This design comes from an exercise in tuning for small area, a short achievable clock period and few clock cycles per item on the open sky130 flow, not from production work. At most, simulation tests tie the RTL to the original design; equivalence was not proved. Power figures rest on the tool's default switching activity, not on a simulated workload.

==> module hafir_lane, before the edit <==
module hafir_lane #(
  parameter int CPA = 0    
) (
  input  logic       k_pass,
  input  logic       k1,
  input  logic       k3,
  input  logic [7:0] a,
  input  logic [7:0] b,
  input  logic [7:0] c,
  input  logic [7:0] d,
  input  logic [7:0] e,
  output logic [7:0] filt
);
  logic [11:0] o1, o2, o3, p, q;
  logic [11:0] x1, y1, x2, y2, x3, y3;
  logic [11:0] sum;
  assign o1 = {3'd0, b, 1'b0};
  assign o2 = {3'd0, d, 1'b0};
  assign o3 = {3'd0, c, 1'b0};
  assign p  = k3 ? {4'd0, a} : {3'd0, c, 1'b0};
  assign q  = ({12{k1}} & {1'b0, c, 3'b000}) | ({12{k3}} & {4'd0, e});
  logic [11:0] h1, h2, h3;
  assign h1 = o1 ^ o2;
  assign x1 = h1 ^ o3;
  assign y1 = {(o1[10:0] & o2[10:0]) | (h1[10:0] & o3[10:0]), 1'b0};
  assign h2 = x1 ^ y1;
  assign x2 = h2 ^ p;
  assign y2 = {(x1[10:0] & y1[10:0]) | (h2[10:0] & p[10:0]), 1'b0};
  assign h3 = x2 ^ y2;
  assign x3 = h3 ^ q;
  assign y3 = {(x2[10:0] & y2[10:0]) | (h3[10:0] & q[10:0]), 1'b0};
  if (CPA == 0) begin : g_add
    assign sum = x3 + y3;
  end else if (CPA == 1) begin : g_skl
    logic [11:0] g [5];
    logic [11:0] t [5];
    always_comb begin
      g[0] = x3 & y3;
      t[0] = x3 ^ y3;
      for (int l = 0; l < 4; l++) begin
        for (int i = 0; i < 12; i++) begin
          if (((i >> l) & 1) == 1) begin
            g[l+1][i] = g[l][i] | (t[l][i] & g[l][((i >> l) << l) - 1]);
            t[l+1][i] = t[l][i] & t[l][((i >> l) << l) - 1];
          end else begin
            g[l+1][i] = g[l][i];
            t[l+1][i] = t[l][i];
          end
        end
      end
    end
    assign sum = t[0] ^ {g[4][10:0], 1'b0};
  end else begin : g_rc
    logic [12:0] cy;
    assign cy[0] = 1'b0;
    for (genvar i = 0; i < 12; i++) begin : g_bit
      assign sum[i]  = x3[i] ^ y3[i] ^ cy[i];
      assign cy[i+1] = (x3[i] & y3[i]) | (x3[i] & cy[i]) | (y3[i] & cy[i]);
    end
  end
  assign filt = k_pass ? c : (k1 ? sum[11:4] : sum[10:3]);
endmodule
==> flow/config.mk <==
export PLATFORM = sky130hd
export DESIGN_NAME = horizontal_antialias_fir_core
export DESIGN_NICKNAME = horizontal_antialias_fir_core
export VERILOG_FILES = /design/flow/design.v
export SDC_FILE = /design/flow/constraint.sdc
export NUM_CORES = 4
export LEC_CHECK = 0
export CAP_MARGIN = 20
export CORE_MARGIN = 2
export CORE_UTILIZATION = 40
export CTS_BUF_LIST = sky130_fd_sc_hd__clkbuf_8
export CTS_CLUSTER_DIAMETER = 100
export CTS_CLUSTER_SIZE = 50
export SETUP_SLACK_MARGIN = 4.2
export SLEW_MARGIN = 20
==> flow/constraint.sdc <==
create_clock -name core_clock -period 8.5 [get_ports {clk}]
set_input_delay 1.7000 -clock core_clock [delete_from_list [all_inputs] [get_ports {clk}]]
set_output_delay 1.7000 -clock core_clock [all_outputs]
set_load 0.01 [all_outputs]
standard.sh (not shown) runs the stock make flow with config.mk's settings and CLKGATE_MAP_FILE= SYNTH_SCRIPT=/design/flow/synth_recipe.tcl, a recipe that flattens the netlist after the stock synthesis.
==> flow/flow/run.sh <==
#!/bin/bash
# The standard layout (the standard.sh, unchanged synthesis), with the
# port buffers inserted as buf_1 cells instead of the resizer's default pick.
set -euo pipefail
bash standard.sh "BUFFER_PORTS_ARGS=-buffer_cell sky130_fd_sc_hd__buf_1"  finish > flow_make.log 2>&1
Change:
--- a/flow/design.v
+++ b/flow/design.v
@@ -5,9 +5,9 @@
   localparam int CH_W = 8;
   localparam int PIX_W = 24;
 endpackage
 module hafir_lane #(
-  parameter int CPA = 0    
+  parameter int CPA = 1    
 ) (
   input  logic       k_pass,
   input  logic       k1,
   input  logic       k3,
Effect:
- routed wire length fell by 7.5%
- sequential power fell by about 2.7%
- via count fell by 6.7%
- sequential share of layout area rose by 0.89 points
- area after synthesis fell by 2.7%
- flip-flop and latch count is unchanged
- die area fell by about 2.6%
- count of clock-buffer cells in the layout rose by 3
- critical path depth rose by 1
- cell area fell by about 2.2%
- power fell by 13%
Testbench counts after the change, summed over its fixed seeds: cycles 27,321, items 27,129.
For the first run of this note, only the layout was checked, not whether the RTL still works.

The RTL this note starts from:
==> flow/design.v <==
package hafir_pkg;
  localparam int MAX_LINE_WIDTH = 4096;
  localparam int COL_W = 12;
  localparam int LW_W = 13;
  localparam int CH_W = 8;
  localparam int PIX_W = 24;
endpackage
module hafir_lane (
  input  logic [1:0] filter_sel,
  input  logic [7:0] a,
  input  logic [7:0] b,
  input  logic [7:0] c,
  input  logic [7:0] d,
  input  logic [7:0] e,
  output logic [7:0] filt
);
  logic        s1, s3;
  logic [11:0] o1, o2, o3, o4, o5;
  logic [11:0] x1, y1, x2, y2, x3, y3;
  logic [11:0] sum;
  assign s1 = (filter_sel == 2'd1);
  assign s3 = (filter_sel == 2'd3);
  assign o1 = {3'd0, b, 1'b0};
  assign o2 = {3'd0, d, 1'b0};
  assign o3 = s3 ? {3'd0, c, 1'b0} : {2'd0, c, 2'b00};
  assign o4 = ({12{s1}} & {1'b0, c, 3'b000}) | ({12{s3}} & {4'd0, a});
  assign o5 = {12{s3}} & {4'd0, e};
  assign x1 = o1 ^ o2 ^ o3;
  assign y1 = {(o1[10:0] & o2[10:0]) | (o1[10:0] & o3[10:0]) | (o2[10:0] & o3[10:0]), 1'b0};
  assign x2 = x1 ^ y1 ^ o4;
  assign y2 = {(x1[10:0] & y1[10:0]) | (x1[10:0] & o4[10:0]) | (y1[10:0] & o4[10:0]), 1'b0};
  assign x3 = x2 ^ y2 ^ o5;
  assign y3 = {(x2[10:0] & y2[10:0]) | (x2[10:0] & o5[10:0]) | (y2[10:0] & o5[10:0]), 1'b0};
  assign sum = x3 + y3;
  always_comb begin
    case (filter_sel)
      2'd0:    filt = c;
      2'd1:    filt = sum[11:4];
      default: filt = sum[10:3];
    endcase
  end
endmodule
module horizontal_antialias_fir_core (
  input  logic        clk,
  input  logic        rst_n,
  input  logic        in_valid,
  output logic        in_ready,
  input  logic [7:0]  red_in,
  input  logic [7:0]  green_in,
  input  logic [7:0]  blue_in,
  output logic        out_valid,
  input  logic        out_ready,
  output logic [7:0]  red_out,
  output logic [7:0]  green_out,
  output logic [7:0]  blue_out,
  output logic        line_end,
  input  logic        cfg_psel,
  input  logic        cfg_penable,
  input  logic        cfg_pwrite,
  input  logic [2:0]  cfg_paddr,
  input  logic [31:0] cfg_pwdata,
  output logic [31:0] cfg_prdata,
  output logic        cfg_pready
);
  logic [1:0]  filter_sel_r;
  logic [12:0] line_width_r;
  logic [11:0] col_r;
  logic [23:0] w0_r, w1_r, w2_r, w3_r;    
  logic        v2_r, v3_r;                
  logic        t2_r, t3_r;                
  logic [24:0] o_r;                       
  logic        ov_r;
  logic [23:0] px;
  logic [23:0] filt;
  logic [1:0]  fsel;
  logic        o_free;
  logic        in_acc;
  logic        cfg_wr;
  logic [12:0] col_inc;
  logic        last;
  logic        use_filt;
  logic        emit;
  logic        shift;
  assign px = {red_in, green_in, blue_in};
  assign cfg_pready = 1'b1;
  assign cfg_wr     = cfg_psel && cfg_penable && cfg_pwrite;
  assign cfg_prdata = cfg_paddr[2] ? {19'd0, line_width_r} : {30'd0, filter_sel_r};
  always_ff @(posedge clk) begin
    if (!rst_n) begin
      filter_sel_r <= 2'd0;
      line_width_r <= 13'd640;
    end else if (cfg_wr) begin
      if (cfg_paddr[2]) line_width_r <= cfg_pwdata[12:0];
      else              filter_sel_r <= cfg_pwdata[1:0];
    end
  end
  assign col_inc  = {1'b0, col_r} + 13'd1;
  assign last     = col_inc[12] || (col_inc >= line_width_r);
  assign use_filt = (col_r >= 12'd4) && (col_inc <= line_width_r);
  assign o_free   = !ov_r || out_ready;
  assign in_ready = !v2_r || o_free;
  assign in_acc   = in_valid && in_ready;
  assign emit     = o_free && v2_r && (in_acc || t2_r || (v3_r && t3_r));
  assign shift    = in_acc || ((!v3_r || t3_r) && (emit || (!v2_r && v3_r)));
  assign fsel = (in_acc && use_filt) ? filter_sel_r : 2'd0;
  for (genvar l = 0; l < 3; l++) begin : g_lane
    hafir_lane u_lane (
      .filter_sel (fsel),
      .a          (w0_r[l*8 +: 8]),
      .b          (w1_r[l*8 +: 8]),
      .c          (w2_r[l*8 +: 8]),
      .d          (w3_r[l*8 +: 8]),
      .e          (px[l*8 +: 8]),
      .filt       (filt[l*8 +: 8])
    );
  end
  always_ff @(posedge clk) begin
    if (!rst_n) begin
      v2_r  <= 1'b0;
      v3_r  <= 1'b0;
      col_r <= 12'd0;
    end else begin
      if (shift) begin
        v2_r <= v3_r;
        v3_r <= in_acc;
      end else if (emit) begin
        v2_r <= 1'b0;
      end
      if (in_acc) col_r <= last ? 12'd0 : col_inc[11:0];
    end
  end
  always_ff @(posedge clk) begin
    if (shift) begin
      w0_r <= w1_r;
      w1_r <= w2_r;
      w2_r <= w3_r;
      w3_r <= px;
      t2_r <= t3_r;
      t3_r <= last;
    end
  end
  always_ff @(posedge clk) begin
    if (!rst_n) ov_r <= 1'b0;
    else        ov_r <= emit || (ov_r && !out_ready);
  end
  always_ff @(posedge clk) begin
    if (o_free) o_r <= {filt, t2_r};
  end
  assign out_valid = ov_r;
  assign red_out   = o_r[24:17];
  assign green_out = o_r[16:9];
  assign blue_out  = o_r[8:1];
  assign line_end  = o_r[0];
endmodule
clock: 8.5 ns
lec_check: 0
cap_margin: 20
core_margin: 2
core_utilization: 40
setup_slack_margin: 4.5
slew_margin: 20
run.sh (not shown) runs the stock make flow with config.mk's settings and CLKGATE_MAP_FILE= SYNTH_SCRIPT=/design/flow/synth_recipe.tcl, a recipe that flattens the netlist after the stock synthesis.
Stock flow here: none of the scripts above is used.
The baseline finished clean.
Rerun with:
--- a/flow/design.v
+++ b/flow/design.v
@@ -63,27 +63,26 @@
   output logic        cfg_pready
 );
   logic [1:0]  filter_sel_r;
   logic [12:0] line_width_r;
   logic [11:0] col_r;
   logic [23:0] w0_r, w1_r, w2_r, w3_r;    
-  logic        v2_r, v3_r;                
   logic        t2_r, t3_r;                
+  logic [1:0]  e_r;                       
   logic [24:0] o_r;                       
   logic        ov_r;
   logic [23:0] px;
   logic [23:0] filt;
-  logic [1:0]  fsel;
   logic        o_free;
   logic        in_acc;
   logic        cfg_wr;
   logic [12:0] col_inc;
   logic        last;
   logic        use_filt;
   logic        emit;
-  logic        shift;
+  logic [24:0] res;
   assign px = {red_in, green_in, blue_in};
   assign cfg_pready = 1'b1;
   assign cfg_wr     = cfg_psel && cfg_penable && cfg_pwrite;
   assign cfg_prdata = cfg_paddr[2] ? {19'd0, line_width_r} : {30'd0, filter_sel_r};
   always_ff @(posedge clk) begin
     if (!rst_n) begin
@@ -91,49 +90,49 @@
       line_width_r <= 13'd640;
     end else if (cfg_wr) begin
       if (cfg_paddr[2]) line_width_r <= cfg_pwdata[12:0];
       else              filter_sel_r <= cfg_pwdata[1:0];
     end
   end
+  assign o_free   = !ov_r || out_ready;
+  assign in_ready = !e_r[1] || o_free;
+  assign in_acc   = in_valid && in_ready;
   assign col_inc  = {1'b0, col_r} + 13'd1;
   assign last     = col_inc[12] || (col_inc >= line_width_r);
   assign use_filt = (col_r >= 12'd4) && (col_inc <= line_width_r);
-  assign o_free   = !ov_r || out_ready;
-  assign in_ready = !v2_r || o_free;
-  assign in_acc   = in_valid && in_ready;
-  assign emit     = o_free && v2_r && (in_acc || t2_r || (v3_r && t3_r));
-  assign shift    = in_acc || ((!v3_r || t3_r) && (emit || (!v2_r && v3_r)));
-  assign fsel = (in_acc && use_filt) ? filter_sel_r : 2'd0;
   for (genvar l = 0; l < 3; l++) begin : g_lane
     hafir_lane u_lane (
-      .filter_sel (fsel),
+      .filter_sel (filter_sel_r),
       .a          (w0_r[l*8 +: 8]),
       .b          (w1_r[l*8 +: 8]),
       .c          (w2_r[l*8 +: 8]),
       .d          (w3_r[l*8 +: 8]),
       .e          (px[l*8 +: 8]),
       .filt       (filt[l*8 +: 8])
     );
   end
+  always_comb begin
+    if (e_r[1]) begin
+      emit = o_free && (in_acc || t2_r || t3_r);
+      res  = {(in_acc && use_filt) ? filt : w2_r, t2_r};
+    end else begin
+      emit = o_free && e_r[0] && t3_r;
+      res  = {w3_r, t3_r};
+    end
+  end
   always_ff @(posedge clk) begin
     if (!rst_n) begin
-      v2_r  <= 1'b0;
-      v3_r  <= 1'b0;
+      e_r   <= 2'd0;
       col_r <= 12'd0;
     end else begin
-      if (shift) begin
-        v2_r <= v3_r;
-        v3_r <= in_acc;
-      end else if (emit) begin
-        v2_r <= 1'b0;
-      end
+      e_r <= e_r + {1'b0, in_acc} - {1'b0, emit};
       if (in_acc) col_r <= last ? 12'd0 : col_inc[11:0];
     end
   end
   always_ff @(posedge clk) begin
-    if (shift) begin
+    if (in_acc) begin
       w0_r <= w1_r;
       w1_r <= w2_r;
       w2_r <= w3_r;
       w3_r <= px;
       t2_r <= t3_r;
       t3_r <= last;
@@ -141,13 +140,13 @@
   end
   always_ff @(posedge clk) begin
     if (!rst_n) ov_r <= 1'b0;
     else        ov_r <= emit || (ov_r && !out_ready);
   end
   always_ff @(posedge clk) begin
-    if (o_free) o_r <= {filt, t2_r};
+    if (o_free) o_r <= res;
   end
   assign out_valid = ov_r;
   assign red_out   = o_r[24:17];
   assign green_out = o_r[16:9];
   assign blue_out  = o_r[8:1];
   assign line_end  = o_r[0];
=>
- clock-buffer cell count is unchanged
- setup slack is better by 2400 ps
- synthesized area rose slightly
- total power rises by roughly a tenth
- via count grows by a few percent
- first-iteration DRC count decreases by a little under a tenth
- clock skew stays flat
- wire length climbs by a few percent
- utilization went down by 1.3 points
- non-clock buffer count drops by 30
- maximum frequency climbs by well over a third
- register-to-register slack gets better by 2400 ps
- sequential cell count is unchanged
No functional check of the RTL was part of any run of this note.

static timing again, ports no longer ideal:
The results above use ideal ports. As a check the final layouts listed here were re-extracted and re-timed, cells and wires unchanged.
Step 1 sets driving cells, clkbuf_16 on the clock port and buf_2 on the other inputs (assumed; they add their load-dependent delay and slew).
Step 2 adds t to the input delays and takes it off the output delays; t is the mean of the earliest and latest rising clock arrival at the registers after step 1. Input paths then give back, and output paths get back, about the clock's delay inside the block.
Slacks: no drivers / after step 1 / after step 2; pairs: no drivers / after step 1.
run | shift t [ns] | slack for setup (ns) | latest minus earliest clock arrival (ns)
the first run of note 1 | 0.502 | 4.310 / 4.310 / 3.996 | 0.019 / 0.019
the second run of note 1 | 0.492 | 4.359 / 4.348 / 4.028 | 0.016 / 0.016
the first run of note 2 | 0.478 | 1.665 / 1.665 / 1.275 | 0.012 / 0.011
the second run of note 2 | 0.481 | 4.028 / 4.028 / 3.626 | 0.011 / 0.011
After both steps every run listed still meets setup and hold. The setup slack of the second run of note 2, which loses most, moves by 0.000 ns with the drivers and by -0.402 ns with both steps.
